From an optimization exercise on the open Yosys and OpenROAD flow, aimed at small area, a short achievable clock period and few clock cycles; shortcuts taken in it are not production practice.
Where RTL was checked, it was by simulation tests only, not by an equivalence proof against the original.
For run 3, only the layout was checked, not whether the RTL still works.
No activity file was given, so power comes from the tool's default toggle rates.

### config.mk
export PLATFORM = sky130hd
export DESIGN_NAME = pixel_generator
export DESIGN_NICKNAME = pixel_generator
export VERILOG_FILES = /design/flow/design.v
export SDC_FILE = /design/flow/constraint.sdc
export NUM_CORES = 4
export LEC_CHECK = 0
export ABC_CLOCK_PERIOD_IN_PS = 3000
export CAP_MARGIN = 20
export CORE_MARGIN = 2
export CORE_UTILIZATION = 55
export SLEW_MARGIN = 20
### constraint.sdc
create_clock -name core_clock -period 10.0 [get_ports {s_axi_lite_aclk}]
set_input_delay 2.0000 -clock core_clock [delete_from_list [all_inputs] [get_ports {s_axi_lite_aclk}]]
set_output_delay 2.0000 -clock core_clock [all_outputs]
set_load 0.01 [all_outputs]
### design.v
package pixgen_pkg;
    typedef logic signed [3:0] coef_t;
endpackage
`timescale 1ns/100ps
module axil_regs (
    input  logic                       s_axi_lite_aclk,
    input  logic                       axi_resetn,
    input  logic [8-1:0] s_axi_lite_araddr,
    output logic                       s_axi_lite_arready,
    input  logic                       s_axi_lite_arvalid,
    input  logic [8-1:0] s_axi_lite_awaddr,
    output logic                       s_axi_lite_awready,
    input  logic                       s_axi_lite_awvalid,
    input  logic                       s_axi_lite_bready,
    output logic [1:0]                 s_axi_lite_bresp,
    output logic                       s_axi_lite_bvalid,
    output logic [31:0]                s_axi_lite_rdata,
    input  logic                       s_axi_lite_rready,
    output logic [1:0]                 s_axi_lite_rresp,
    output logic                       s_axi_lite_rvalid,
    input  logic [31:0]                s_axi_lite_wdata,
    output logic                       s_axi_lite_wready,
    input  logic                       s_axi_lite_wvalid,
    output logic                       start,          
    output logic                       frame_en_nxt,   
    output logic [35:0]                coefs,          
    output logic [3:0]                 shift,
    input  logic                       busy,
    input  logic                       done,
    input  logic [31:0]                frame_count
);
    logic [31:1] ctrl;   
    logic [31:0] k0, k1, s5, s6, s7;
    logic        awready_q, wready_q, bvalid_q, arready_q, rvalid_q;
    logic [2:0]  waddr;
    logic [7:0]  wsel;   
    logic        whs;
    logic [31:0] wd;
    logic [31:0] rmux;
    assign whs  = s_axi_lite_wvalid && wready_q;
    assign wsel = 8'd1 << waddr;
    assign wd  = s_axi_lite_wdata & {32{axi_resetn}};   
    always_ff @(posedge s_axi_lite_aclk) begin
        if (!axi_resetn) begin
            awready_q <= 1'b1;
            wready_q  <= 1'b0;
            bvalid_q  <= 1'b0;
        end else begin
            if (s_axi_lite_awvalid && awready_q) begin
                awready_q <= 1'b0;
                wready_q  <= 1'b1;
            end
            if (whs) begin
                wready_q <= 1'b0;
                bvalid_q <= 1'b1;
            end
            if (bvalid_q && s_axi_lite_bready) begin
                bvalid_q  <= 1'b0;
                awready_q <= 1'b1;
            end
        end
    end
    always_ff @(posedge s_axi_lite_aclk) begin
        if (awready_q) begin
            waddr <= s_axi_lite_awaddr[4:2];
        end
    end
    always_ff @(posedge s_axi_lite_aclk) begin
        if (!axi_resetn || (whs && wsel[0])) ctrl <= wd[31:1];
        if (!axi_resetn || (whs && wsel[1])) k0   <= wd;
        if (!axi_resetn || (whs && wsel[2])) k1   <= wd;
        if (!axi_resetn || (whs && wsel[5])) s5   <= wd;
        if (!axi_resetn || (whs && wsel[6])) s6   <= wd;
        if (!axi_resetn || (whs && wsel[7])) s7   <= wd;
    end
    assign start        = axi_resetn && whs && wsel[0] && s_axi_lite_wdata[0];
    assign frame_en_nxt = axi_resetn && ((whs && wsel[0]) ? s_axi_lite_wdata[1] : ctrl[1]);
    assign s_axi_lite_awready = awready_q;
    assign s_axi_lite_wready  = wready_q;
    assign s_axi_lite_bvalid  = bvalid_q;
    assign s_axi_lite_bresp   = 2'b00;
    always_comb begin
        case (s_axi_lite_araddr[4:2])
            3'd0:    rmux = {ctrl, 1'b0};
            3'd1:    rmux = k0;
            3'd2:    rmux = k1;
            3'd3:    rmux = {30'd0, busy, done};   
            3'd4:    rmux = frame_count;
            3'd5:    rmux = s5;
            3'd6:    rmux = s6;
            default: rmux = s7;
        endcase
    end
    always_ff @(posedge s_axi_lite_aclk) begin
        if (!axi_resetn) begin
            arready_q <= 1'b1;
            rvalid_q  <= 1'b0;
        end else begin
            if (s_axi_lite_arvalid && arready_q) begin
                arready_q <= 1'b0;
                rvalid_q  <= 1'b1;
            end
            if (rvalid_q && s_axi_lite_rready) begin
                rvalid_q  <= 1'b0;
                arready_q <= 1'b1;
            end
        end
    end
    always_ff @(posedge s_axi_lite_aclk) begin
        if (arready_q) s_axi_lite_rdata <= rmux;
    end
    assign s_axi_lite_arready = arready_q;
    assign s_axi_lite_rvalid  = rvalid_q;
    assign s_axi_lite_rresp   = 2'b00;
    assign coefs = {k1[3:0], k0};
    assign shift = ctrl[11:8];
endmodule
`timescale 1ns/100ps
module conv_capture (
    input  logic        s_axi_lite_aclk,
    input  logic        axi_resetn,
    input  logic        start,
    input  logic [35:0] coefs,
    input  logic [3:0]  shift,
    output logic [5:0]  img_addr,
    input  logic [7:0]  img_rdata,
    output logic        fw_valid,    
    output logic        fw_last,     
    output logic [7:0]  fw_data,
    output logic        busy,
    output logic        done,
    output logic        done_set     
);
    logic        a_act;
    logic [5:0]  a_addr;
    logic        b_v, b_last;
    logic        c_v, c_last;
    logic [7:0]  p_q;
    logic [7:0]  line [1:16];        
    logic [15:0] s0, k0, s1, k1, s2, k2;   
    logic [31:0] n0, n1, n2;
    logic [5:0]  enc [0:8];          
    logic        d_v, d_last;
    logic signed [15:0] fsum, shifted;
    assign img_addr = a_addr;   
    always_ff @(posedge s_axi_lite_aclk) begin
        if (!axi_resetn) begin
            a_act  <= 1'b0;
            a_addr <= '0;
            b_v    <= 1'b0;
        end else if (start) begin
            a_act  <= 1'b1;
            a_addr <= 6'd1;
            b_v    <= 1'b0;
        end else begin
            b_v <= a_act && a_addr[5:4] != 2'b00 && a_addr[2:1] != 2'b00;   
            if (a_act) begin
                a_addr <= a_addr + 6'd1;   
                if (a_addr == 6'd63) a_act <= 1'b0;
            end
        end
    end
    always_ff @(posedge s_axi_lite_aclk) begin
        b_last <= a_addr[2:0] == 3'd7;
        c_last <= b_last;
    end
    always_ff @(posedge s_axi_lite_aclk) begin
        p_q     <= img_rdata;
        line[1] <= p_q;
        for (int k = 2; k <= 16; k++) line[k] <= line[k - 1];
    end
    function automatic logic [5:0] booth(input logic [3:0] t);
        booth[0] = t[0];
        booth[1] = t[1] & ~t[0];
        booth[2] = t[1];
        booth[3] = t[2] ^ t[1];
        booth[4] = (t[3] & ~t[2] & ~t[1]) | (~t[3] & t[2] & t[1]);
        booth[5] = t[3] & ~(t[2] & t[1]);
    endfunction
    function automatic logic [31:0] csa(input logic [15:0] a, input logic [15:0] b,
                                        input logic [15:0] c);
        logic [15:0] cy;
        cy  = (a & b) | (a & c) | (b & c);
        csa = {cy[14:0], 1'b0, a ^ b ^ c};
    endfunction
    function automatic logic [111:0] col_rows(input logic [7:0] x0, input logic [7:0] x1,
                                              input logic [7:0] x2, input logic [5:0] t0,
                                              input logic [5:0] t1, input logic [5:0] t2);
        logic [7:0]  x;
        logic [5:0]  e;
        logic [8:0]  m0, m1;
        logic [2:0]  n1;
        logic [1:0]  ns;
        for (int i = 0; i < 3; i++) begin
            x = (i == 0) ? x0 : (i == 1) ? x1 : x2;
            e = (i == 0) ? t0 : (i == 1) ? t1 : t2;
            m0 = ({9{e[0]}} & {1'b0, x}) | ({9{e[1]}} & {x, 1'b0});
            m1 = ({9{e[3]}} & {1'b0, x}) | ({9{e[4]}} & {x, 1'b0});
            col_rows[32*i +: 16]      = {6'd0, ~e[2], m0 ^ {9{e[2]}}};
            col_rows[32*i + 16 +: 16] = {4'd0, ~e[5], m1 ^ {9{e[5]}}, 1'b0, e[2]};
            n1[i] = e[5];
        end
        ns = {1'b0, n1[0]} + {1'b0, n1[1]} + {1'b0, n1[2]};
        col_rows[96 +: 16] = {3'b111, 3'b000, 1'b1, 5'b00000, ns, 2'b00};
    endfunction
    function automatic logic [31:0] add9(input logic [111:0] r, input logic [15:0] s,
                                         input logic [15:0] k);
        logic [31:0] a, b, c, d, f, g, h;
        a = csa(r[0 +: 16],  r[32 +: 16], r[64 +: 16]);
        b = csa(r[16 +: 16], r[48 +: 16], r[80 +: 16]);
        c = csa(r[96 +: 16], s, k);
        d = csa(a[15:0], a[31:16], b[15:0]);
        f = csa(b[31:16], c[15:0], c[31:16]);
        g = csa(d[15:0], d[31:16], f[15:0]);
        h = csa(g[15:0], g[31:16], f[31:16]);
        add9 = h;
    endfunction
    always_ff @(posedge s_axi_lite_aclk) begin
        for (int t = 0; t < 9; t++) enc[t] <= booth(coefs[4*t +: 4]);
    end
    assign n0 = add9(col_rows(line[16], line[8], p_q, enc[0], enc[3], enc[6]), 16'd0, 16'd0);
    assign n1 = add9(col_rows(line[16], line[8], p_q, enc[1], enc[4], enc[7]), s0, k0);
    assign n2 = add9(col_rows(line[16], line[8], p_q, enc[2], enc[5], enc[8]), s1, k1);
    always_ff @(posedge s_axi_lite_aclk) begin
        {k0, s0} <= n0;
        {k1, s1} <= n1;
        {k2, s2} <= n2;
    end
    always_ff @(posedge s_axi_lite_aclk) begin
        if (!axi_resetn) begin
            c_v      <= 1'b0;
            d_v      <= 1'b0;
            fw_valid <= 1'b0;
            busy     <= 1'b0;
            done     <= 1'b0;
            done_set <= 1'b0;
        end else begin
            c_v      <= b_v;
            d_v      <= c_v;
            fw_valid <= d_v;
            done_set <= a_act && a_addr == 6'd63;
            if (start) begin
                busy <= 1'b1;
                done <= 1'b0;
            end else if (a_act && a_addr == 6'd63) begin
                busy <= 1'b0;
                done <= 1'b1;
            end
        end
    end
    always_ff @(posedge s_axi_lite_aclk) begin
        d_last  <= c_last;
        fw_last <= d_last;
        fsum    <= s2 + k2;
    end
    assign shifted = fsum >>> shift;
    always_comb begin
        if (shifted[15]) begin
            fw_data = 8'd0;
        end else if (|shifted[14:8]) begin
            fw_data = 8'd255;
        end else begin
            fw_data = shifted[7:0];
        end
    end
endmodule
`timescale 1ns/100ps
module feature_tiler (
    input  logic        s_axi_lite_aclk,
    input  logic        axi_resetn,
    input  logic        start,
    input  logic        frame_en_nxt,
    input  logic        done_set,
    input  logic        fw_valid,
    input  logic        fw_last,
    input  logic [7:0]  fw_data,
    output logic [31:0] frame_count,
    output logic [31:0] out_stream_tdata,
    output logic [3:0]  out_stream_tkeep,
    output logic        out_stream_tlast,
    output logic [0:0]  out_stream_tuser,
    output logic        out_stream_tvalid,
    input  logic        out_stream_tready
);
    logic [47:0] ring [0:5];      
    logic [47:0] rot;             
    logic       feat_valid, active, fc_inc;
    logic [3:0] x, y, nx, ny;
    logic       nact, start_frame;
    logic       col_arm, row_arm;   
    logic       col_step, row_step;
    assign col_step = (out_stream_tready && col_arm) || (fw_valid && !fw_last);
    assign row_step = (out_stream_tready && row_arm) || (fw_valid && fw_last);
    assign rot = {fw_valid ? fw_data : ring[0][7:0], ring[0][47:8]};
    always_ff @(posedge s_axi_lite_aclk) begin
        if (row_step) begin
            for (int r = 0; r < 5; r++) ring[r] <= ring[r + 1];
            ring[5] <= rot;
        end else if (col_step) begin
            ring[0] <= rot;
        end
    end
    assign start_frame = !active && feat_valid && frame_en_nxt;
    always_comb begin
        nx   = x;
        ny   = y;
        nact = active;
        if (active && out_stream_tready) begin
            if (x == 4'd11) begin
                nx = 4'd0;
                if (y == 4'd11) begin
                    ny   = 4'd0;
                    nact = 1'b0;   
                end else begin
                    ny = y + 4'd1;
                end
            end else begin
                nx = x + 4'd1;
            end
        end else if (start_frame) begin
            nact = 1'b1;
        end
    end
    always_ff @(posedge s_axi_lite_aclk) begin
        if (!axi_resetn) begin
            feat_valid       <= 1'b0;
            active           <= 1'b0;
            x                <= '0;
            y                <= '0;
            col_arm          <= 1'b0;
            row_arm          <= 1'b0;
            out_stream_tlast <= 1'b0;
            out_stream_tuser <= 1'b1;
            fc_inc           <= 1'b0;
            frame_count      <= '0;
        end else begin
            if (start) begin
                feat_valid <= 1'b0;   
            end else if (done_set) begin
                feat_valid <= 1'b1;
            end
            active           <= nact;
            x                <= nx;
            y                <= ny;
            col_arm          <= nact && nx[0] && !(nx == 4'd11 && ny[0]);
            row_arm          <= nact && nx == 4'd11 && ny[0];
            out_stream_tlast <= nx == 4'd11;
            out_stream_tuser <= nx == 4'd0 && ny == 4'd0;
            fc_inc           <= start_frame;
            if (fc_inc) frame_count <= frame_count + 32'd1;
        end
    end
    assign out_stream_tvalid = active;
    assign out_stream_tdata  = {8'h00, ring[0][7:0], ring[0][7:0], ring[0][7:0]};   
    assign out_stream_tkeep  = 4'hF;
endmodule
`timescale 1ns/100ps
module pixel_generator (
    input  logic                       s_axi_lite_aclk,
    input  logic                       axi_resetn,
    input  logic [8-1:0] s_axi_lite_araddr,
    output logic                       s_axi_lite_arready,
    input  logic                       s_axi_lite_arvalid,
    input  logic [8-1:0] s_axi_lite_awaddr,
    output logic                       s_axi_lite_awready,
    input  logic                       s_axi_lite_awvalid,
    input  logic                       s_axi_lite_bready,
    output logic [1:0]                 s_axi_lite_bresp,
    output logic                       s_axi_lite_bvalid,
    output logic [31:0]                s_axi_lite_rdata,
    input  logic                       s_axi_lite_rready,
    output logic [1:0]                 s_axi_lite_rresp,
    output logic                       s_axi_lite_rvalid,
    input  logic [31:0]                s_axi_lite_wdata,
    output logic                       s_axi_lite_wready,
    input  logic                       s_axi_lite_wvalid,
    output logic [5:0]                 img_addr,
    input  logic [7:0]                 img_rdata,
    output logic [31:0]                out_stream_tdata,
    output logic [3:0]                 out_stream_tkeep,
    output logic                       out_stream_tlast,
    output logic [0:0]                 out_stream_tuser,
    output logic                       out_stream_tvalid,
    input  logic                       out_stream_tready
);
    logic        start, frame_en_nxt, busy, done, done_set;
    logic        fw_valid, fw_last;
    logic [7:0]  fw_data;
    logic [31:0] frame_count;
    logic [35:0] coefs;
    logic [3:0]  shift;
    axil_regs u_regs (
        .s_axi_lite_aclk, .axi_resetn,
        .s_axi_lite_araddr, .s_axi_lite_arready, .s_axi_lite_arvalid,
        .s_axi_lite_awaddr, .s_axi_lite_awready, .s_axi_lite_awvalid,
        .s_axi_lite_bready, .s_axi_lite_bresp, .s_axi_lite_bvalid,
        .s_axi_lite_rdata, .s_axi_lite_rready, .s_axi_lite_rresp, .s_axi_lite_rvalid,
        .s_axi_lite_wdata, .s_axi_lite_wready, .s_axi_lite_wvalid,
        .start, .frame_en_nxt, .coefs, .shift, .busy, .done, .frame_count
    );
    conv_capture u_capture (
        .s_axi_lite_aclk, .axi_resetn, .start, .coefs, .shift,
        .img_addr, .img_rdata, .fw_valid, .fw_last, .fw_data, .busy, .done, .done_set
    );
    feature_tiler u_tiler (
        .s_axi_lite_aclk, .axi_resetn, .start, .frame_en_nxt, .done_set,
        .fw_valid, .fw_last, .fw_data, .frame_count,
        .out_stream_tdata, .out_stream_tkeep, .out_stream_tlast,
        .out_stream_tuser, .out_stream_tvalid, .out_stream_tready
    );
endmodule
### flow/run.sh
#!/bin/bash
# Standard layout with a tighter setup repair target; the SDC and clock period are the standard flow's own.
set -uo pipefail
bash standard.sh SETUP_SLACK_MARGIN=6.9 finish > make_finish.log 2>&1
### standard.sh
#!/bin/bash
# synth_recipe.tcl (not shown) runs the flow's synth.tcl, then flattens the netlist and writes it again
# the make line also repeats each setting of config.mk as NAME=value (left out here)
make -C /OpenROAD-flow-scripts/flow DESIGN_CONFIG=/design/flow/config.mk WORK_HOME=/design/flow/orfs CLKGATE_MAP_FILE= SYNTH_SCRIPT=/design/flow/synth_recipe.tcl "${@:-finish}"
==> notes.md, run 1 <==
Outcome = finished clean
WHS Path Cells = 0
First-pass GRT wire length = 122 mm
Fin. max-slew vios = 0
Fin Clk Skew = 0.0196 ns
DRC Markers = 0
Multi-input logic area = 12,600 sq um
Most used cell, CP = buf_6
Worst reg2reg endpoint = u_capture.s2[5]
FF+latch count, synth = 873
Layout area overhead = 16.4%
Static Leakage = 0.0166 uW
Worst hold path class = flop to flop
# hold bufs at CTS = 0
Hpwl dp = 52.2 mm
Starting density of the core = 55.6%
WP data required = 8.00 ns
Fmax = 299 MHz
Crit path kind = flop to output port
IO Count = 150
Initial DRC count = 1,470
EDFF count, synth = 514
Area leader, netlist = edfxtp_1
Max Root-Sink Buffers = 3
Crit path max-delay family = flip-flops
Global route total overflow = 0
Commonest cells post-synth = 514 x edfxtp_1, 359 x dfxtp_1, 256 x nand2_1
Hold Path Sink = u_capture.line[14][2]
Distinct cell type count after synthesis = 68
Worst-path clk slew = 0.06 ns
Sequential area share after synthesis = 61.8%
CP endpoint kind = output port
Final Util = 64.7%
Largest net degree at the start of global routing = 95
Mapped cell area = 36,600 sq um
Total of max-cap violations = 0
Final min period = 3.34 ns
VDD IR max = 185 uV
Drt pass-1 iters = 5
Vias in the first global route = 20,900
Vias/cell = 5.42
Max_slew headroom = 47.7%
Post-Synthesis Cells = 2,773
Yosys warns = 6
Switching Share = 29.8%
Row cnt = 94
Worst slew pin tran = 0.784 ns
Fillers = 4,928
Switching pwr = 3130 uW
GP Congestion = 0.877
Overall Global Routing Usage = 23.6%
Reg-to-reg setup timing slack = 6.94 ns
DIE HEIGHT = 262 microns
WP buf/inv = 2
Sink Count = 873
Initial antenna violation count = 0
Period Utilization, post-route = 33.4%
Seq pwr share = 41.9%
CP startpoint kind = flop
Core ar. = 65,900 sq um
Setup violators final = 0
Reg-to-reg critical path startpoint = u_capture.line[8][3]
Share of synthesized flip-flops with an asynchronous set or reset = 0%
Share of the synthesized area in the top cell type = 42.2%
Wire per inst = 21.3 microns
Commonest register cell after synthesis = edfxtp_1
CTS tree = done
CTS root buffer = clkbuf_16
Int Pwr = 7380 uW
Inserted Clock Buffers = 88
Die X = 262 microns
CTS H-Tree Depth = 3
Mean Syn Cell Area = 13.2 sq um
Area contributors post-synth = edfxtp_1 42%, dfxtp_1 20%, fa_1 8.9%, xnor2_1 4.2%, a22oi_1 2.9%
Proportion of layout cells with a drive suffix above 1 = 16.8%
Sequential cell area = 22,800 sq um
Most numerous cell in the Yosys netlist = edfxtp_1
CP Cell Sequence = buf_6, buf_6
CP max-delay cell = edfxtp_1
Part of the power in combinational logic = 26.5%
Tot Pwr = 10,500 uW
DRT Wirelength = 82.3 mm
RSZ-0062 raised after global routing = true
Power per cell area = 247 nW/um^2
IO buf count = 123
Die ar. = 68,600 sq um
Final hold violation count = 0
Final sum of negative setup slack = 0 ns
Worst path max stage delay = 0.43 ns
Worst Path Arrival = 1.34 ns
CP max FO = 2
Fin nets = 3,229
Reg2reg path depth = 9
Via count = 20,900
Hold_sp = u_capture.line[13][2]
Worst-Skew Late Latency = 0.65 ns
Antenna viol nets, final = 0
Clk pwr share = 31.6%
layout make-up:
cell class,instances,area share (%)
clock buffer,111,5.52
tap,864,2.54
inverter,256,2.32
antenna,1,0.00587
timing repair buffer,227,5.13
timing repair inverter,1,0.0206
clock inverter,51,1.42
multi-input combinational,1474,29.5
sequential,873,53.5
what timing repair did:
item / in CTS / in global routing
gates cloned: 5 / 2
setup buffers: 38 / 45
pin swaps: 4 / 18
gates resized for setup: 438 / 87
setup endpoints to repair: 701 / 123
worst max-delay path by stage:
stage / startpoint / to / slack [ns] / cells after the start
final: u_tiler.ring[0][6] / out_stream_tdata[6] / 6.66 / 2
after global routing: u_tiler.ring[0][6] / out_stream_tdata[14] / 6.61 / 2
after CTS: u_tiler.ring[0][3] / out_stream_tdata[11] / 6.62 / 1
after detailed placement: out_stream_tready / u_tiler.ring[0][47] / 5.13 / 6
after global placement: out_stream_tready / u_tiler.ring[0][47] / 5.20 / 6
after floorplan: s_axi_lite_wvalid / u_regs.s6[0] / 6.56 / 2
metrics by stage:
step	hold WS (ns)	cell area, sq um	setup WS [ns]	instances
5_1_grt	0.328	42600	6.61	3857
4_1_cts	0.320	41900	6.62	3810
3_5_place_dp	0.312	38400	5.13	3605
2_1_floorplan	0.310	37000	6.56	2787
6_report	0.323	42600	6.66	3858
3_3_place_gp	0.310	38400	5.20	3605
worst register-to-register path: cells and delay by family, from the launching register on:
| family | cells | cell delay (ns) |
|---|---|---|
| adder cells (fa/ha/maj) | 4 | 1.93 |
| flip-flops | 1 | 0.45 |
| AO/OA/AOI/OAI | 1 | 0.10 |
| XOR/XNOR | 1 | 0.15 |
| buffers and inverters | 3 | 0.32 |
layout by cell type, fill, tap and decap left out, drive strengths merged, types with 17 or more instances in the layout:
master         count
buf              172
mux2i             47
a21oi             37
dfxtp            359
inv              261
nor2             105
edfxtp           514
mux2              17
nand2b            17
o21a              20
nand2            256
fa               163
clkbuf           114
ha                81
xnor2            175
a22oi            143
clkinv            31
xor2              33
and2              71
nor3              25
o21ai             70
nor2b             41
clkdlybuf4s50     47
logic make-up (layout without fill, tap and decap cells):
kind of cell               count (synthesis)  count (layout)  synth area share [%]
muxes                                     74              74                  2.42
AOI/OAI and AO/OA                        362             362                  6.85
other                                      2              17                0.0205
adders and majority gates                244             244                  11.7
DFF                                      873             873                  61.8
and+or+nand+nor                          570             570                  7.24
buffers and inverters                    440             646                  5.02
xor gates and xnor gates                 208             208                  4.98
state kept, by name (all words and copies together), names as in the netlist, 16 cells and up:
register / flops
u_capture.line: 128
u_regs.s_axi_lite_rdata: 32
u_tiler.ring: 288
u_regs.ctrl: 31
u_regs.s6: 32
u_regs.k1: 32
u_tiler.frame_count: 32
u_regs.s7: 32
u_regs.k0: 32
u_capture.enc: 54
u_capture.fsum: 16
u_regs.s5: 32
u_capture.s2: 16
metal layers:
metal	GRT usage, %	vias to the layer above	wire [microns]
met5	0	-	0
met4	8.46	0	2610
met3	2.79	159	3230
met2	40.1	554	41500
met1	31.5	10500	35000
li1	-	9736	-
power by group through the flow:
| stage | logic, uW | registers, uW | clock network, uW |
|---|---|---|---|
| 6_report | 2780 | 4400 | 3320 |
| 5_1_grt | 3290 | 4430 | 3540 |
| 4_1_cts | 2820 | 4400 | 3400 |
| 3_3_place_gp | 2730 | 4480 | 0 |
| 3_5_place_dp | 2820 | 4480 | 0 |
| 2_1_floorplan | 2020 | 4360 | 0 |
Testbench counts, summed over its fixed seeds: cycles 7,088.
==> inputs of run 2 (changes only) <==
==> flow/run.sh (replaced) <==
#!/bin/bash
# Standard layout with a tighter setup repair target and no dummy loads in the clock tree;
# the SDC and clock period are the standard flow's own.
set -uo pipefail
bash standard.sh SETUP_SLACK_MARGIN=6.7 "CTS_ARGS=-sink_clustering_enable -repair_clock_nets -dont_use_dummy_load" finish > make_finish.log 2>&1
==> run 2 against run 1 <==
  * Sequential cell count unchanged
  * Synthesized cell count unchanged
  * Area after synthesis unchanged
  * Register-to-register slack worse by 0.15 ns
  * Total power is 5.8% lower
  * Core utilization decreased by 2.6 points
  * Largest cell class unchanged
  * Design area down 4.0%
  * First-iteration DRC count increased by 17%
==> notes.md, run 2 <==
Final hold violation count = 0
Max_slew headroom = 47.8%
Overall Global Routing Usage = 23.9%
Layout area overhead = 11.7%
Post-Synth XOR/XNOR Area = 4.98%
Reg-to-reg setup timing slack = 6.79 ns
Wire length on met1 = 36.5 mm
Sink Count = 873
Clk pwr share = 27.9%
Fin. max-slew vios = 0
DIE HEIGHT = 262 microns
Largest regs = u_tiler.ring: 288 flops, u_capture.line: 128 flops, u_capture.enc: 54 flops
Fin nets = 3,162
Post-Synthesis Cells = 2,773
Int Pwr = 6940 uW
Yosys warns = 6
DRC Markers = 0
Final min period = 3.42 ns
CP endpoint kind = output port
Commonest cells after routing, fill and taps aside = 514 x edfxtp_1, 317 x dfxtp_1, 249 x inv_1, 243 x nand2_1, 175 x xnor2_1
CP Cell Sequence = buf_6, buf_6, buf_6
Most used cell, CP = buf_6
Share of synthesized flip-flops with an asynchronous set or reset = 0%
Seq pwr share = 44.8%
Fmax = 293 MHz
Largest family of logic cells by synthesized area = adder cells
Proportion of layout cells with a drive suffix above 1 = 10.2%
DR WL met2 = 38.1 mm
Via count = 20,500
Drt pass-1 iters = 5
EDFF count, synth = 514
Setup violators final = 0
Row cnt = 94
CP startpoint kind = flop
Antenna viol nets, final = 0
Distinct cell type count after synthesis = 68
Outcome = finished clean
Post-Synth Adder-Cell Area = 11.7%
Top reg by flops = u_tiler.ring
Vias/cell = 5.52
Mapped cell area = 36,600 sq um
CP max-delay cell = edfxtp_1
Switching Share = 29.9%
Static Leakage = 0.0158 uW
VDD IR max = 147 uV
Post-route cell area = 40,900 sq um
Worst slew pin tran = 0.783 ns
Vias in the first global route = 20,700
GP Congestion = 0.873
Part of the power in combinational logic = 27.3%
Starting density of the core = 55.6%
WP buf/inv = 3
CP max FO = 2
Area contributors post-synth = edfxtp_1 42%, dfxtp_1 20%, fa_1 8.9%, xnor2_1 4.2%, a22oi_1 2.9%
Switching pwr = 2950 uW
Commonest cells post-synth = 514 x edfxtp_1, 359 x dfxtp_1, 256 x nand2_1
Worst hold path class = flop to flop
Mux cell area share after synthesis = 2.42%
Power per cell area = 242 nW/um^2
Sequential area share after synthesis = 61.8%
IO Count = 150
Initial DRC count = 1,713
Share of the synthesized area in the top cell type = 42.2%
WP data required = 8.00 ns
Synth Area in Compound Gates = 6.85%
Largest net degree at the start of global routing = 76
Max Root-Sink Buffers = 3
Mean Syn Cell Area = 13.2 sq um
DRT Wirelength = 80.8 mm
CTS root buffer = clkbuf_16
Inserted Clock Buffers = 89
Hpwl dp = 53.1 mm
Crit path kind = flop to output port
Number of flip-flops in the largest register = 288
FF+latch count, synth = 873
Period Utilization, post-route = 34.2%
RSZ-0062 raised after global routing = true
Total of max-cap violations = 0
Wire per inst = 21.7 microns
Worst Path Arrival = 1.42 ns
Top Layer Used = met4
Final sum of negative setup slack = 0 ns
Commonest register cell after synthesis = edfxtp_1
Area leader, netlist = edfxtp_1
CTS H-Tree Depth = 3
CTS tree = done
Simple-Gate Fraction of Synth Area = 7.24%
Fillers = 5,066
Area of placed instances = 38,300 sq um
Die X = 262 microns
Initial antenna violation count = 2
Crit path max-delay family = flip-flops
IO buf count = 123
First-pass GRT wire length = 123 mm
Fin Clk Skew = 0.0642 ns
Die ar. = 68,600 sq um
Most numerous cell in the Yosys netlist = edfxtp_1
Worst-Skew Late Latency = 0.63 ns
Core ar. = 65,900 sq um
Worst-path clk slew = 0.06 ns
Commonest non-fill, non-tap cell in the layout = edfxtp_1
Worst path max stage delay = 0.44 ns
Met3 WL = 3.95 mm
Global route total overflow = 0
## run 2: cell counts after synthesis
Identical to the previous run, type by type.
## run 2: routing by layer
layer	track usage (%)	up-vias
met4	6.98	0
met2	38.9	564
met5	0	-
li1	-	9499
met3	3.51	134
met1	33.5	10300
## run 2: worst paths after layout
| kind | endpoint | cells after the start | startpoint |
|---|---|---|---|
| worst max-delay path | out_stream_tdata[17] | 3 | u_tiler.ring[0][1] |
| worst min-delay path | u_capture.line[2][7] | 0 | u_capture.line[1][7] |
| worst max register to register | u_capture.s2[7] | 8 | u_capture.line[8][5] |
| worst min register to register | u_capture.line[2][7] | 0 | u_capture.line[1][7] |
## run 2: repair_timing
action | 4_1_cts | 5_1_grt
setup buffers | 18 | 2
cloned | 2 | 0
hold buffers | 0 | 0
pin swaps | 1 | 1
gates resized for setup | 273 | 56
setup endpoints to repair | 466 | 202
## run 2: kinds of logic (layout without fill, tap and decap cells)
family,count (synthesis),count (layout)
muxes,74,74
buffers and inverters,440,505
AOI/OAI and AO/OA,362,362
adders and majority gates,244,244
xor gates and xnor gates,208,208
DFF,873,873
other,2,18
and+or+nand+nor,570,570
## run 2: area by class of cell
cell class	instances	area (sq um)	share of cell area (%)
Multi-Input combinational cell	1474	12400	30.3
Sequential cell	873	22700	55.5
Clock buffer	89	2230	5.45
Timing Repair Buffer	159	1470	3.59
Tap cell	864	1080	2.64
Timing Repair inverter	1	8.76	0.0214
Inverter	256	991	2.42
Antenna cell	2	5.00	0.0122
## run 2: worst reg2reg max path, stage by stage (launching register included)
cell and delay, ns:
dfxtp_2 0.61, a22oi_1 0.21, xnor2_1 0.32, fa_1 0.47, inv_1 0.09, fa_1 0.40
fa_1 0.49, inv_1 0.05, fa_1 0.42
## run 2: through the flow
stage / worst slack [ns] / power [uW] / instances / utilization (%) / hold slack (ns)
finish: 6.58 / 9890 / 3718 / 62.1 / 0.282
global route: 6.53 / 10700 / 3716 / 62.1 / 0.298
CTS: 6.49 / 10000 / 3714 / 61.9 / 0.285
detailed placement: 5.11 / 7260 / 3605 / 58.2 / 0.312
global placement: 5.20 / 7220 / 3605 / 58.2 / 0.310
floorplan: 6.56 / 6380 / 2787 / - / 0.310
## run 2: power by group through the flow
| stage | clock network, uW | registers [uW] | logic [uW] |
|---|---|---|---|
| floorplan | 0 | 4360 | 2010 |
| global placement | 0 | 4500 | 2720 |
| detailed placement | 0 | 4510 | 2760 |
| CTS | 2830 | 4430 | 2770 |
| global route | 2970 | 4460 | 3230 |
| finish | 2760 | 4430 | 2710 |
==> inputs of run 3 (changes only) <==
--- a/design.v
+++ b/design.v
@@ -24,5 +24,5 @@
     output logic                       start,          
     output logic                       frame_en_nxt,   
-    output logic [35:0]                coefs,          
+    output logic [53:0]                coefs,          
     output logic [3:0]                 shift,
     input  logic                       busy,
@@ -31,5 +31,8 @@
 );
     logic [31:1] ctrl;   
-    logic [31:0] k0, k1, s5, s6, s7;
+    logic [31:0] s5, s6, s7;
+    logic [5:0]  kenc [0:8];   
+    logic [31:4] k1hi;         
+    logic [31:0] k0, k1;       
     logic        awready_q, wready_q, bvalid_q, arready_q, rvalid_q;
     logic [2:0]  waddr;
@@ -38,4 +41,18 @@
     logic [31:0] wd;
     logic [31:0] rmux;
+    function automatic logic [5:0] booth(input logic [3:0] t);
+        booth[0] = t[0];
+        booth[1] = t[1] & ~t[0];
+        booth[2] = t[1];
+        booth[3] = t[2] ^ t[1];
+        booth[4] = (t[3] & ~t[2] & ~t[1]) | (~t[3] & t[2] & t[1]);
+        booth[5] = t[3] & ~(t[2] & t[1]);
+    endfunction
+    function automatic logic [3:0] unbooth(input logic [5:0] e);
+        logic t1, t2;
+        t1 = e[2];
+        t2 = e[3] ^ t1;
+        unbooth = {(t2 & t1) ? ~e[4] : e[5], t2, t1, e[0]};
+    endfunction
     assign whs  = s_axi_lite_wvalid && wready_q;
     assign wsel = 8'd1 << waddr;
@@ -68,6 +85,11 @@
     always_ff @(posedge s_axi_lite_aclk) begin
         if (!axi_resetn || (whs && wsel[0])) ctrl <= wd[31:1];
-        if (!axi_resetn || (whs && wsel[1])) k0   <= wd;
-        if (!axi_resetn || (whs && wsel[2])) k1   <= wd;
+        if (!axi_resetn || (whs && wsel[1])) begin
+            for (int t = 0; t < 8; t++) kenc[t] <= booth(wd[4*t +: 4]);
+        end
+        if (!axi_resetn || (whs && wsel[2])) begin
+            kenc[8] <= booth(wd[3:0]);
+            k1hi    <= wd[31:4];
+        end
         if (!axi_resetn || (whs && wsel[5])) s5   <= wd;
         if (!axi_resetn || (whs && wsel[6])) s6   <= wd;
@@ -113,5 +135,9 @@
     assign s_axi_lite_rvalid  = rvalid_q;
     assign s_axi_lite_rresp   = 2'b00;
-    assign coefs = {k1[3:0], k0};
+    always_comb begin
+        for (int t = 0; t < 8; t++) k0[4*t +: 4] = unbooth(kenc[t]);
+        k1 = {k1hi, unbooth(kenc[8])};
+        for (int t = 0; t < 9; t++) coefs[6*t +: 6] = kenc[t];
+    end
     assign shift = ctrl[11:8];
 endmodule
@@ -121,5 +147,5 @@
     input  logic        axi_resetn,
     input  logic        start,
-    input  logic [35:0] coefs,
+    input  logic [53:0] coefs,       
     input  logic [3:0]  shift,
     output logic [5:0]  img_addr,
@@ -170,12 +196,4 @@
         for (int k = 2; k <= 16; k++) line[k] <= line[k - 1];
     end
-    function automatic logic [5:0] booth(input logic [3:0] t);
-        booth[0] = t[0];
-        booth[1] = t[1] & ~t[0];
-        booth[2] = t[1];
-        booth[3] = t[2] ^ t[1];
-        booth[4] = (t[3] & ~t[2] & ~t[1]) | (~t[3] & t[2] & t[1]);
-        booth[5] = t[3] & ~(t[2] & t[1]);
-    endfunction
     function automatic logic [31:0] csa(input logic [15:0] a, input logic [15:0] b,
                                         input logic [15:0] c);
@@ -216,6 +234,6 @@
         add9 = h;
     endfunction
-    always_ff @(posedge s_axi_lite_aclk) begin
-        for (int t = 0; t < 9; t++) enc[t] <= booth(coefs[4*t +: 4]);
+    always_comb begin
+        for (int t = 0; t < 9; t++) enc[t] = coefs[6*t +: 6];
     end
     assign n0 = add9(col_rows(line[16], line[8], p_q, enc[0], enc[3], enc[6]), 16'd0, 16'd0);
@@ -388,5 +406,5 @@
     logic [7:0]  fw_data;
     logic [31:0] frame_count;
-    logic [35:0] coefs;
+    logic [53:0] coefs;
     logic [3:0]  shift;
     axil_regs u_regs (
==> flow/run.sh (replaced) <==
#!/bin/bash
# Standard layout with a tighter setup repair target; the SDC and clock period are the standard flow's own.
set -uo pipefail
bash standard.sh SETUP_SLACK_MARGIN=6.7 finish > make_finish.log 2>&1
==> run 3 against run 2 <==
  * Sequential share of layout area decreased by 2.1 points
  * Hold slack gained 0.031 ns
  * Critical endpoint is now out_stream_tdata[15]
  * Cell count up 2.6%
==> notes.md, run 3 <==
Share of synthesized flip-flops with an asynchronous set or reset = 0%
Share of the synthesized area in the top cell type = 44.2%
Post-Synthesis Cells = 2,749
Worst setup startpoint = u_tiler.ring[0][7]
Post-route cell area = 41,500 sq um
Setup violators final = 0
Crit path to = out_stream_tdata[15]
Max Root-Sink Buffers = 3
CP max-delay cell = edfxtp_1
CTS tree = done
Period Utilization, post-route = 34.2%
Worst-path clk slew = 0.06 ns
Worst path max stage delay = 0.42 ns
Worst Path Arrival = 1.42 ns
Area contributors post-synth = edfxtp_1 44%, dfxtp_1 17%, fa_1 9.0%, xnor2_1 4.0%, ha_1 3.1%
Hpwl dp = 54.9 mm
Commonest cells post-synth = 532 x edfxtp_1, 305 x dfxtp_1, 267 x inv_1
Vias/cell = 5.52
Switching pwr = 3070 uW
Commonest register cell after synthesis = edfxtp_1
Commonest cells after routing, fill and taps aside = 532 x edfxtp_1, 271 x dfxtp_1, 265 x inv_1, 220 x nand2_1, 167 x xnor2_1
DIE HEIGHT = 260 microns
Worst reg2reg endpoint = u_capture.s2[4]
Row cnt = 94
Initial antenna violation count = 1
DRT Wirelength = 84.2 mm
Worst-Skew Late Latency = 0.65 ns
Ant. Diodes = 0
CP Cell Sequence = buf_6, buf_6, buf_6
Final min period = 3.42 ns
Inserted Clock Buffers = 86
Die X = 260 microns
Area of placed instances = 37,900 sq um
Fin nets = 3,195
CP endpoint kind = output port
Most numerous cell in the Yosys netlist = edfxtp_1
RSZ-0062 raised after global routing = true
CP max FO = 3
Global route total overflow = 0
Proportion of layout cells with a drive suffix above 1 = 14.2%
Largest net degree at the start of global routing = 98
Switching Share = 30.5%
IO Count = 150
Seq pwr share = 42.2%
Commonest non-fill, non-tap cell in the layout = edfxtp_1
Power per cell area = 242 nW/um^2
Wire per inst = 22.1 microns
VDD IR max = 183 uV
Starting density of the core = 55.3%
Die ar. = 67,800 sq um
Overall Global Routing Usage = 25.1%
# hold bufs at CTS = 0
Static Leakage = 0.0162 uW
WP data required = 8.00 ns
Top reg by flops = u_tiler.ring
EDFF count, synth = 532
Core ar. = 65,400 sq um
Vias in the first global route = 21,500
Layout area overhead = 14.6%
Worst slew pin tran = 0.787 ns
Largest regs = u_tiler.ring: 288 flops, u_capture.line: 128 flops, u_regs.kenc: 54 flops
Via count = 21,100
Area leader, netlist = edfxtp_1
Max_slew headroom = 47.5%
Reg-to-reg setup timing slack = 6.80 ns
Yosys warns = 7
Mapped cell area = 36,200 sq um
Clk pwr share = 30.9%
Drt pass-1 iters = 6
DRC Markers = 0
Fin. max-slew vios = 0
Initial DRC count = 1,739
Sink Count = 837
Distinct cell type count after synthesis = 63
Worst hold path class = flop to flop
Most used cell, CP = buf_6
Antenna viol nets, final = 0
FF+latch count, synth = 837
Outcome = finished clean
Crit path kind = flop to output port
Sequential area share after synthesis = 61.1%
Number of flip-flops in the largest register = 288
Int Pwr = 6980 uW
GP Congestion = 0.852
Reg2reg path depth = 7
CTS H-Tree Depth = 3
Fin Clk Skew = 0.0278 ns
Reg-to-reg critical path startpoint = u_regs.kenc[8][5]
First-pass GRT wire length = 128 mm
Part of the power in combinational logic = 26.9%
Fmax = 293 MHz
Final sum of negative setup slack = 0 ns
CTS root buffer = clkbuf_16
Final hold violation count = 0
IO buf count = 123
Mean Syn Cell Area = 13.2 sq um
CP startpoint kind = flop
Total of max-cap violations = 0
==> run 3: cell count changes after synthesis, sizes merged, moves of 10 or more <==
cell    change
mux2       +17
inv        +15
o21a       -12
nor2       +30
nand2      -25
and2       -31
edfxtp     +18
nor2b      -12
dfxtp      -54
a221oi     +18
o221ai     -10
==> run 3: logic make-up after synthesis <==
| logic type | count (synthesis) | synth area share (%) |
|---|---|---|
| AO/OA/AOI/OAI | 358 | 6.76 |
| XOR/XNOR | 203 | 4.92 |
| adder cells (fa/ha/maj) | 252 | 12.1 |
| buffers and inverters | 460 | 5.22 |
| flip-flops | 837 | 61.1 |
| multiplexers | 84 | 2.82 |
| other | 2 | 0.0208 |
| AND/OR/NAND/NOR | 553 | 7.08 |
==> run 3: timing repair <==
item,in CTS,in global routing
cloned,5,0
setup buffers,29,36
setup endpoints to repair,433,195
pin swaps,1,0
resized for setup,295,59
==> run 3: worst min-delay path by stage <==
stage | slack, ns | from | cells past startpoint | end
after global placement | 0.31 | u_capture.line[10][1] | 0 | u_capture.line[11][1]
after global routing | 0.31 | u_capture.line[11][2] | 0 | u_capture.line[12][2]
after floorplan | 0.31 | u_capture.b_last | 0 | u_capture.c_last
after detailed placement | 0.31 | u_capture.line[11][2] | 0 | u_capture.line[12][2]
final | 0.31 | u_capture.line[11][2] | 0 | u_capture.line[12][2]
after CTS | 0.31 | u_capture.line[11][2] | 0 | u_capture.line[12][2]
==> run 3: power by group through the flow <==
stage | Clock [uW] | Combinational (uW) | Sequential (uW)
floorplan | 0 | 1990 | 4210
global placement | 0 | 2660 | 4340
detailed placement | 0 | 2720 | 4340
CTS | 3170 | 2760 | 4260
global route | 3310 | 3210 | 4270
finish | 3100 | 2710 | 4240
==> run 3: worst max-delay path: cells and delay by family, from the launching register on <==
family   cells  cell delay [ns]
flops        1             0.42
buf+inv      3             0.36
==> run 3: cell type report <==
type | count | area, sq um
clock buffer | 102 | 2240
tap | 864 | 1080
timing repair inverter | 1 | 8.76
multi-input combinational | 1466 | 12400
inverter | 275 | 1060
sequential | 837 | 22100
timing repair buffer | 212 | 1970
clock inverter | 58 | 527
fill | 5021 | 23900
==> run 3: per-layer routing <==
layer	GRT usage [%]	vias to the layer above	wire length (microns)
li1	-	9687	-
met1	34.3	10600	36300
met2	41.6	661	40700
met3	3.78	156	4590
met4	8.44	0	2690
met5	0	-	0
==> run 3: stage by stage <==
stage / std cells / power [uW] / utilization (%) / setup slack, ns / hold WS [ns]
floorplan: 2763 / 6200 / - / 6.56 / 0.310
global placement: 3585 / 6990 / 58.0 / 5.19 / 0.309
detailed placement: 3585 / 7060 / 58.0 / 5.04 / 0.312
CTS: 3779 / 10200 / 62.9 / 6.52 / 0.311
global route: 3815 / 10800 / 63.4 / 6.53 / 0.310
finish: 3815 / 10000 / 63.4 / 6.58 / 0.313
==> inputs of run 4 (changes only) <==
--- a/design.v
+++ b/design.v
@@ -24,35 +24,17 @@
     output logic                       start,          
     output logic                       frame_en_nxt,   
-    output logic [53:0]                coefs,          
+    output logic [35:0]                coefs,          
     output logic [3:0]                 shift,
-    input  logic                       busy,
-    input  logic                       done,
+    input  logic [1:0]                 status_nxt,     
     input  logic [31:0]                frame_count
 );
     logic [31:1] ctrl;   
-    logic [31:0] s5, s6, s7;
-    logic [5:0]  kenc [0:8];   
-    logic [31:4] k1hi;         
-    logic [31:0] k0, k1;       
+    logic [31:0] k0, k1, s5, s6, s7;
     logic        awready_q, wready_q, bvalid_q, arready_q, rvalid_q;
     logic [2:0]  waddr;
     logic [7:0]  wsel;   
-    logic        whs;
+    logic        whs, start_aw, started_q;
     logic [31:0] wd;
     logic [31:0] rmux;
-    function automatic logic [5:0] booth(input logic [3:0] t);
-        booth[0] = t[0];
-        booth[1] = t[1] & ~t[0];
-        booth[2] = t[1];
-        booth[3] = t[2] ^ t[1];
-        booth[4] = (t[3] & ~t[2] & ~t[1]) | (~t[3] & t[2] & t[1]);
-        booth[5] = t[3] & ~(t[2] & t[1]);
-    endfunction
-    function automatic logic [3:0] unbooth(input logic [5:0] e);
-        logic t1, t2;
-        t1 = e[2];
-        t2 = e[3] ^ t1;
-        unbooth = {(t2 & t1) ? ~e[4] : e[5], t2, t1, e[0]};
-    endfunction
     assign whs  = s_axi_lite_wvalid && wready_q;
     assign wsel = 8'd1 << waddr;
@@ -85,16 +67,20 @@
     always_ff @(posedge s_axi_lite_aclk) begin
         if (!axi_resetn || (whs && wsel[0])) ctrl <= wd[31:1];
-        if (!axi_resetn || (whs && wsel[1])) begin
-            for (int t = 0; t < 8; t++) kenc[t] <= booth(wd[4*t +: 4]);
-        end
-        if (!axi_resetn || (whs && wsel[2])) begin
-            kenc[8] <= booth(wd[3:0]);
-            k1hi    <= wd[31:4];
-        end
+        if (!axi_resetn || (whs && wsel[1])) k0   <= wd;
+        if (!axi_resetn || (whs && wsel[2])) k1   <= wd;
         if (!axi_resetn || (whs && wsel[5])) s5   <= wd;
         if (!axi_resetn || (whs && wsel[6])) s6   <= wd;
         if (!axi_resetn || (whs && wsel[7])) s7   <= wd;
     end
-    assign start        = axi_resetn && whs && wsel[0] && s_axi_lite_wdata[0];
+    assign start_aw     = s_axi_lite_awvalid && awready_q && s_axi_lite_wvalid &&
+                          s_axi_lite_awaddr[4:2] == 3'd0 && s_axi_lite_wdata[0];
+    assign start        = axi_resetn && (start_aw || (whs && wsel[0] && s_axi_lite_wdata[0] && !started_q));
+    always_ff @(posedge s_axi_lite_aclk) begin
+        if (!axi_resetn || whs) begin
+            started_q <= 1'b0;
+        end else if (s_axi_lite_awvalid && awready_q) begin
+            started_q <= start_aw;
+        end
+    end
     assign frame_en_nxt = axi_resetn && ((whs && wsel[0]) ? s_axi_lite_wdata[1] : ctrl[1]);
     assign s_axi_lite_awready = awready_q;
@@ -107,5 +93,5 @@
             3'd1:    rmux = k0;
             3'd2:    rmux = k1;
-            3'd3:    rmux = {30'd0, busy, done};   
+            3'd3:    rmux = {30'd0, status_nxt};   
             3'd4:    rmux = frame_count;
             3'd5:    rmux = s5;
@@ -135,9 +121,5 @@
     assign s_axi_lite_rvalid  = rvalid_q;
     assign s_axi_lite_rresp   = 2'b00;
-    always_comb begin
-        for (int t = 0; t < 8; t++) k0[4*t +: 4] = unbooth(kenc[t]);
-        k1 = {k1hi, unbooth(kenc[8])};
-        for (int t = 0; t < 9; t++) coefs[6*t +: 6] = kenc[t];
-    end
+    assign coefs = {k1[3:0], k0};
     assign shift = ctrl[11:8];
 endmodule
@@ -147,5 +129,5 @@
     input  logic        axi_resetn,
     input  logic        start,
-    input  logic [53:0] coefs,       
+    input  logic [35:0] coefs,
     input  logic [3:0]  shift,
     output logic [5:0]  img_addr,
@@ -156,5 +138,6 @@
     output logic        busy,
     output logic        done,
-    output logic        done_set     
+    output logic        done_set,    
+    output logic [1:0]  status_nxt   
 );
     logic        a_act;
@@ -196,4 +179,12 @@
         for (int k = 2; k <= 16; k++) line[k] <= line[k - 1];
     end
+    function automatic logic [5:0] booth(input logic [3:0] t);
+        booth[0] = t[0];
+        booth[1] = t[1] & ~t[0];
+        booth[2] = t[1];
+        booth[3] = t[2] ^ t[1];
+        booth[4] = (t[3] & ~t[2] & ~t[1]) | (~t[3] & t[2] & t[1]);
+        booth[5] = t[3] & ~(t[2] & t[1]);
+    endfunction
     function automatic logic [31:0] csa(input logic [15:0] a, input logic [15:0] b,
                                         input logic [15:0] c);
@@ -234,6 +225,6 @@
         add9 = h;
     endfunction
-    always_comb begin
-        for (int t = 0; t < 9; t++) enc[t] = coefs[6*t +: 6];
+    always_ff @(posedge s_axi_lite_aclk) begin
+        for (int t = 0; t < 9; t++) enc[t] <= booth(coefs[4*t +: 4]);
     end
     assign n0 = add9(col_rows(line[16], line[8], p_q, enc[0], enc[3], enc[6]), 16'd0, 16'd0);
@@ -249,5 +240,4 @@
             c_v      <= 1'b0;
             d_v      <= 1'b0;
-            fw_valid <= 1'b0;
             busy     <= 1'b0;
             done     <= 1'b0;
@@ -256,5 +246,4 @@
             c_v      <= b_v;
             d_v      <= c_v;
-            fw_valid <= d_v;
             done_set <= a_act && a_addr == 6'd63;
             if (start) begin
@@ -267,10 +256,12 @@
         end
     end
+    assign status_nxt = {busy && !(a_act && a_addr == 6'd63), done || (a_act && a_addr == 6'd63)};
     always_ff @(posedge s_axi_lite_aclk) begin
-        d_last  <= c_last;
-        fw_last <= d_last;
-        fsum    <= s2 + k2;
+        d_last <= c_last;
     end
-    assign shifted = fsum >>> shift;
+    assign fw_valid = d_v;
+    assign fw_last  = d_last;
+    assign fsum     = s2 + k2;
+    assign shifted  = fsum >>> shift;
     always_comb begin
         if (shifted[15]) begin
@@ -403,8 +394,9 @@
 );
     logic        start, frame_en_nxt, busy, done, done_set;
+    logic [1:0]  status_nxt;
     logic        fw_valid, fw_last;
     logic [7:0]  fw_data;
     logic [31:0] frame_count;
-    logic [53:0] coefs;
+    logic [35:0] coefs;
     logic [3:0]  shift;
     axil_regs u_regs (
@@ -415,9 +407,9 @@
         .s_axi_lite_rdata, .s_axi_lite_rready, .s_axi_lite_rresp, .s_axi_lite_rvalid,
         .s_axi_lite_wdata, .s_axi_lite_wready, .s_axi_lite_wvalid,
-        .start, .frame_en_nxt, .coefs, .shift, .busy, .done, .frame_count
+        .start, .frame_en_nxt, .coefs, .shift, .status_nxt, .frame_count
     );
     conv_capture u_capture (
         .s_axi_lite_aclk, .axi_resetn, .start, .coefs, .shift,
-        .img_addr, .img_rdata, .fw_valid, .fw_last, .fw_data, .busy, .done, .done_set
+        .img_addr, .img_rdata, .fw_valid, .fw_last, .fw_data, .busy, .done, .done_set, .status_nxt
     );
     feature_tiler u_tiler (
==> flow/run.sh (replaced) <==
#!/bin/bash
# Standard layout with a tighter setup repair target and no dummy loads in the clock tree;
# the SDC and clock period are the standard flow's own.
set -uo pipefail
bash standard.sh SETUP_SLACK_MARGIN=6.7 "CTS_ARGS=-sink_clustering_enable -repair_clock_nets -dont_use_dummy_load" finish > make_finish.log 2>&1
--- a/config.mk
+++ b/config.mk
@@ -9,4 +9,4 @@
 export CAP_MARGIN = 20
 export CORE_MARGIN = 2
-export CORE_UTILIZATION = 55
+export CORE_UTILIZATION = 60
 export SLEW_MARGIN = 20
==> run 4 against run 3 <==
  * Sequential power barely moved
  * Register-to-register slack got worse by 0.23 ns
  * Critical path type unchanged
  * Clock skew up 0.050 ns
  * Clock power fell by 15%
  * Synthesized cell count stayed put
  * Die area down 8.2%
==> notes.md, run 4 <==
Area of placed instances = 37,800 sq um
CP startpoint kind = flop
Number of flip-flops in the largest register = 288
RSZ-0062 raised after global routing = true
Area contributors post-synth = edfxtp_1 43%, dfxtp_1 19%, fa_1 9.0%, xnor2_1 4.2%, nand2_1 2.9%
Post-Synth Adder-Cell Area = 11.8%
Row cnt = 89
DRT Wirelength = 79.0 mm
Top reg by flops = u_tiler.ring
Hpwl dp = 51.3 mm
Int Pwr = 6920 uW
Worst slew pin tran = 0.769 ns
Inserted Clock Buffers = 84
Commonest cells post-synth = 514 x edfxtp_1, 342 x dfxtp_1, 276 x nand2_1
Commonest register cell after synthesis = edfxtp_1
Static Leakage = 0.0158 uW
Post-route cell area = 41,000 sq um
Sequential area share after synthesis = 61.6%
Share of the synthesized area in the top cell type = 42.7%
Part of the power in combinational logic = 31.9%
Yosys warns = 6
Worst path max stage delay = 0.43 ns
Synth Area in Compound Gates = 7.19%
Commonest non-fill, non-tap cell in the layout = edfxtp_1
Global route total overflow = 0
Mapped cell area = 36,200 sq um
Distinct cell type count after synthesis = 71
CP endpoint kind = output port
Outcome = finished clean
Via count = 20,800
Worst Setup Slack, final = 6.57 ns
Fin nets = 3,171
Mux cell area share after synthesis = 1.98%
Fin Clk Skew = 0.0774 ns
WHS Path Cells = 0
Sink Count = 856
Largest family of logic cells by synthesized area = adder cells
Max_slew headroom = 48.7%
IO Count = 150
Worst hold path class = flop to flop
Die ar. = 62,200 sq um
Vias in the first global route = 21,500
First-pass GRT wire length = 123 mm
Worst Path Arrival = 1.43 ns
Worst-path clk slew = 0.06 ns
Final sum of negative setup slack = 0 ns
Largest net degree at the start of global routing = 94
Pre-CTS WS = 4.42 ns
Worst-Skew Late Latency = 0.63 ns
Switching Share = 31.7%
Mean Syn Cell Area = 13.2 sq um
Setup violators final = 0
CTS tree = done
Total of max-cap violations = 0
Ant. Diodes = 0
Most used cell, CP = buf_6
Commonest cells after routing, fill and taps aside = 514 x edfxtp_1, 306 x dfxtp_1, 264 x nand2_1, 210 x inv_1, 175 x xnor2_1
Post-Synthesis Cells = 2,749
GP Congestion = 0.860
Initial antenna violation count = 1
VDD IR max = 179 uV
Drt pass-1 iters = 7
Core ar. = 59,400 sq um
# hold bufs at CTS = 0
Initial DRC count = 1,727
Overall Global Routing Usage = 25.5%
Die X = 249 microns
Wire per inst = 21.7 microns
Crit path kind = flop to output port
CP max FO = 2
WP buf/inv = 3
Final min period = 3.43 ns
Proportion of layout cells with a drive suffix above 1 = 11.8%
Period Utilization, post-route = 34.3%
Power per cell area = 247 nW/um^2
CTS root buffer = clkbuf_16
Simple-Gate Fraction of Synth Area = 7.80%
DRC Markers = 0
Crit path max-delay family = flip-flops
Vias/cell = 5.73
CP Cell Sequence = buf_4, buf_6, buf_6
Most numerous cell in the Yosys netlist = edfxtp_1
Final hold violation count = 0
Max Root-Sink Buffers = 3
Area leader, netlist = edfxtp_1
Post-Synth XOR/XNOR Area = 4.92%
EDFF count, synth = 514
DIE HEIGHT = 249 microns
CTS H-Tree Depth = 3
IO buf count = 123
Layout area overhead = 13.3%
Antenna viol nets, final = 0
Fin. max-slew vios = 0
Reg2reg path depth = 12
Switching pwr = 3210 uW
Starting density of the core = 60.9%
Clk pwr share = 26.0%
Largest regs = u_tiler.ring: 288 flops, u_capture.line: 128 flops, u_capture.enc: 54 flops
Fmax = 292 MHz
CP max-delay cell = edfxtp_1
WP depth = 3
FF+latch count, synth = 856
Share of synthesized flip-flops with an asynchronous set or reset = 0%
WP data required = 8.00 ns
Seq pwr share = 42.1%
run 4: routing by layer:
metal	vias to the layer above	track usage, %	wire length (microns)
li1	9599	-	-
met1	10500	35.4	34600
met2	638	42.2	37800
met3	138	3.71	4630
met4	0	7.61	1870
met5	-	0	0
run 4: repair_timing:
| action | 4_1_cts | 5_1_grt |
|---|---|---|
| cloned | 6 | 2 |
| pin swaps | 17 | 11 |
| endpoints found under the setup margin | 596 | 175 |
| gates resized for setup | 301 | 65 |
| setup buffers | 31 | 13 |
run 4: stage by stage:
| step | hold slack, ns | std cells | power (uW) | util, % |
|---|---|---|---|---|
| 2_1_floorplan | 0.310 | 2763 | 6480 | - |
| 3_3_place_gp | 0.310 | 3498 | 7320 | 63.8 |
| 3_5_place_dp | 0.312 | 3498 | 7420 | 63.8 |
| 4_1_cts | 0.288 | 3619 | 10200 | 68.5 |
| 5_1_grt | 0.279 | 3634 | 10900 | 69.0 |
| 6_report | 0.293 | 3634 | 10100 | 69.0 |
run 4: path summary, 6_finish.rpt:
path / from / end / slack [ns]
worst max-delay path: u_tiler.ring[0][0] / out_stream_tdata[16] / 6.57
worst min-delay path: u_capture.line[15][0] / u_capture.line[16][0] / 0.29
worst max register to register: u_capture.k2[2] / u_tiler.ring[5][40] / 6.57
worst min register to register: u_capture.line[15][0] / u_capture.line[16][0] / 0.29
run 4: final cells by class:
type / instances / area [sq um]
timing repair inverter: 2 / 32.5
timing repair buffer: 191 / 1910
tap: 773 / 967
inverter: 223 / 870
multi-input combinational: 1505 / 12800
fill: 4092 / 18400
clock buffer: 84 / 2100
sequential: 856 / 22300
run 4: power groups by stage:
stage	Sequential (uW)	Clock (uW)	Combinational, uW
floorplan	4240	0	2250
global placement	4320	0	2990
detailed placement	4330	0	3090
CTS	4260	2700	3210
global route	4290	2830	3760
finish	4260	2640	3230
run 4: cell families (layout without fill, tap and decap cells):
| kind of cell | after synthesis | after routing |
|---|---|---|
| flops | 856 | 856 |
| simple gates | 609 | 609 |
| buf+inv | 402 | 500 |
| compound gates | 375 | 375 |
| fa+ha+maj | 244 | 244 |
| xor+xnor | 203 | 203 |
| mux | 58 | 58 |
| other cells | 2 | 16 |
Testbench counts of run 4, summed over its fixed seeds: cycles 7,024.
==> inputs of run 5 (changes only) <==
--- a/config.mk
+++ b/config.mk
@@ -9,4 +9,6 @@
 export CAP_MARGIN = 20
 export CORE_MARGIN = 2
-export CORE_UTILIZATION = 60
+export CORE_UTILIZATION = 55
+export CTS_CLUSTER_DIAMETER = 60
+export CTS_CLUSTER_SIZE = 25
 export SLEW_MARGIN = 20
==> run 5 against run 4 <==
  * Still clean
  * Wire length is 3.2% higher
  * Clock skew is 0.013 ns lower
  * Global-route usage is 1.5 points lower
  * Critical endpoint is now out_stream_tdata[18]
==> notes.md, run 5 <==
Outcome = finished clean
CTS H-Tree Depth = 3
Period Utilization, post-route = 34.2%
Distinct cell type count after synthesis = 71
Share of the synthesized area in the top cell type = 42.7%
Worst slew pin tran = 0.784 ns
Commonest register cell after synthesis = edfxtp_1
CP max-delay cell = edfxtp_1
IO buf count = 123
EDFF count, synth = 514
Worst-path clk slew = 0.06 ns
Worst Path Arrival = 1.42 ns
Final sum of negative setup slack = 0 ns
CP startpoint kind = flop
Commonest cells after routing, fill and taps aside = 514 x edfxtp_1, 306 x dfxtp_1, 261 x nand2_1, 210 x inv_1, 175 x xnor2_1
Most numerous cell in the Yosys netlist = edfxtp_1
Row cnt = 93
Initial DRC count = 1,901
# hold bufs at CTS = 0
DIE HEIGHT = 260 microns
Post-Synthesis Cells = 2,749
CP max FO = 2
Most used cell, CP = buf_6
Largest regs = u_tiler.ring: 288 flops, u_capture.line: 128 flops, u_capture.enc: 54 flops
Final Util = 63.5%
Worst-Skew Late Latency = 0.64 ns
Sink Count = 856
Switching Share = 32.0%
Commonest non-fill, non-tap cell in the layout = edfxtp_1
Fin Clk Skew = 0.0641 ns
Seq pwr share = 41.4%
FF+latch count, synth = 856
Drt pass-1 iters = 6
Fin cells = 3,717
Power per cell area = 251 nW/um^2
Initial antenna violation count = 3
Vias/cell = 5.64
Die ar. = 67,800 sq um
Proportion of layout cells with a drive suffix above 1 = 12.8%
CP Cell Sequence = buf_6, buf_6, buf_6
Fmax = 293 MHz
Max Root-Sink Buffers = 3
DRT Wirelength = 81.5 mm
IO Count = 150
Fin. max-slew vios = 0
Fin nets = 3,171
Sequential area share after synthesis = 61.6%
Area contributors post-synth = edfxtp_1 43%, dfxtp_1 19%, fa_1 9.0%, xnor2_1 4.2%, nand2_1 2.9%
Static Leakage = 0.0158 uW
Die X = 260 microns
RSZ-0062 raised after global routing = true
Final min period = 3.42 ns
First-pass GRT wire length = 124 mm
Largest net degree at the start of global routing = 102
GP Congestion = 0.871
Wire per inst = 21.9 microns
CP endpoint kind = output port
Mean Syn Cell Area = 13.2 sq um
Layout area overhead = 13.7%
CTS root buffer = clkbuf_16
Area of placed instances = 38,000 sq um
Inserted Clock Buffers = 87
Int Pwr = 7010 uW
DP Cell Count = 3,581
Hpwl dp = 53.0 mm
Mapped cell area = 36,200 sq um
Part of the power in combinational logic = 32.2%
Share of synthesized flip-flops with an asynchronous set or reset = 0%
Total of max-cap violations = 0
Worst path max stage delay = 0.43 ns
CTS tree = done
Top reg by flops = u_tiler.ring
DRC Markers = 0
Number of flip-flops in the largest register = 288
Setup violators final = 0
Post-route cell area = 41,100 sq um
Vias in the first global route = 21,300
Starting density of the core = 55.9%
Via count = 21,000
Worst hold path class = flop to flop
Tot Pwr = 10,300 uW
Crit path kind = flop to output port
VDD IR max = 174 uV
Yosys warns = 6
Area leader, netlist = edfxtp_1
Core ar. = 64,700 sq um
Max_slew headroom = 47.5%
Clk pwr share = 26.4%
WP data required = 8.00 ns
Commonest cells post-synth = 514 x edfxtp_1, 342 x dfxtp_1, 276 x nand2_1
Overall Global Routing Usage = 24.0%
Antenna viol nets, final = 0
Switching pwr = 3290 uW
Global route total overflow = 0
Final hold violation count = 0
==> run 5: cell counts after synthesis <==
Identical to the previous run, type by type.
==> run 5: repair_timing <==
item                                    4_1_cts  5_1_grt
gates cloned                                  5        2
endpoints found under the setup margin      601      295
buffers inserted                             26       15
gates resized for setup                     315       88
pin swaps                                    19       17
==> run 5: cell type report <==
class,instances,area [sq um]
fillers,4808,23600
flip-flops and latches,856,22300
multi-input cells,1505,12900
clock buffers,87,2180
repair buffers,188,1760
well taps,855,1070
inverters,223,868
repair inverters,2,32.5
diodes,1,2.50
==> run 5: worst max-delay path: cells and delay by family (launching register included) <==
kind                   cells  cell delay [ns]
buffers and inverters      3             0.37
DFF                        1             0.43
==> run 5: final timing paths <==
kind	start	end	slack (ns)	cells after the start
hold / removal	u_capture.line[14][1]	u_capture.line[15][1]	0.27	0
setup reg to reg	u_capture.k2[2]	u_tiler.ring[0][42]	6.62	11
hold reg to reg	u_capture.line[14][1]	u_capture.line[15][1]	0.27	0
setup / recovery	u_tiler.ring[0][2]	out_stream_tdata[18]	6.58	3
==> run 5: stage by stage <==
stage	hold slack, ns	setup WS, ns
after global routing	0.292	6.52
after CTS	0.273	6.49
final	0.273	6.58
after global placement	0.310	4.53
after floorplan	0.310	6.52
after detailed placement	0.312	4.41
==> run 5: metal layers <==
metal,wire [microns],global-route usage [%]
met3,4660,3.69
met1,35300,32.8
met4,2090,7.21
met5,0,0
met2,39500,40.0
==> run 5: cells by family (layout without fill, tap and decap cells) <==
| kind of cell | after synthesis | after routing | share of synthesized area (%) |
|---|---|---|---|
| buf+inv | 402 | 500 | 4.63 |
| flops | 856 | 856 | 61.6 |
| other cells | 2 | 17 | 0.0208 |
| fa+ha+maj | 244 | 244 | 11.8 |
| xor+xnor | 203 | 203 | 4.92 |
| mux | 58 | 58 | 1.98 |
| simple gates | 609 | 609 | 7.80 |
| compound gates | 375 | 375 | 7.19 |
==> run 5: power by group through the flow <==
stage	Sequential, uW	Combinational (uW)	Clock, uW
after global placement	4330	3020	0
after floorplan	4240	2250	0
after detailed placement	4340	3090	0
final	4270	3320	2720
after global routing	4290	3820	2910
after CTS	4270	3240	2780

static timing again, ports no longer ideal:
The flow's constraints put no driver on any port. The routed layouts listed below were extracted and timed again, unchanged, in two steps.
Step 1: set_driving_cell puts a clkbuf_16 on s_axi_lite_aclk and a buf_2 on each other input, an assumption about the parent block.
Step 2, shift: input delay + t, output delay - t, t = (earliest + latest rising clock arrival at the registers) / 2. This alone moves slack from input paths to output paths.
Slacks: ideal ports / drivers / drivers and shift; pairs: ideal ports / drivers.
run	shift t [ns]	setup slack, ns	worst data-port slew with drivers (ns)	pins driven straight from the clock port
run 1	0.701	6.658 / 6.593 / 6.241	0.08	1
run 2	0.663	6.584 / 6.518 / 6.134	0.06	1
run 3	0.699	6.584 / 6.517 / 6.090	0.05	1
run 4	0.653	6.572 / 6.510 / 6.047	0.06	1
run 5	0.673	6.584 / 6.513 / 6.061	0.07	1
After both steps setup and hold are still met in every run listed. For run 4, which loses most, drivers alone change the setup slack by -0.062 ns; drivers and shift together by -0.525 ns.
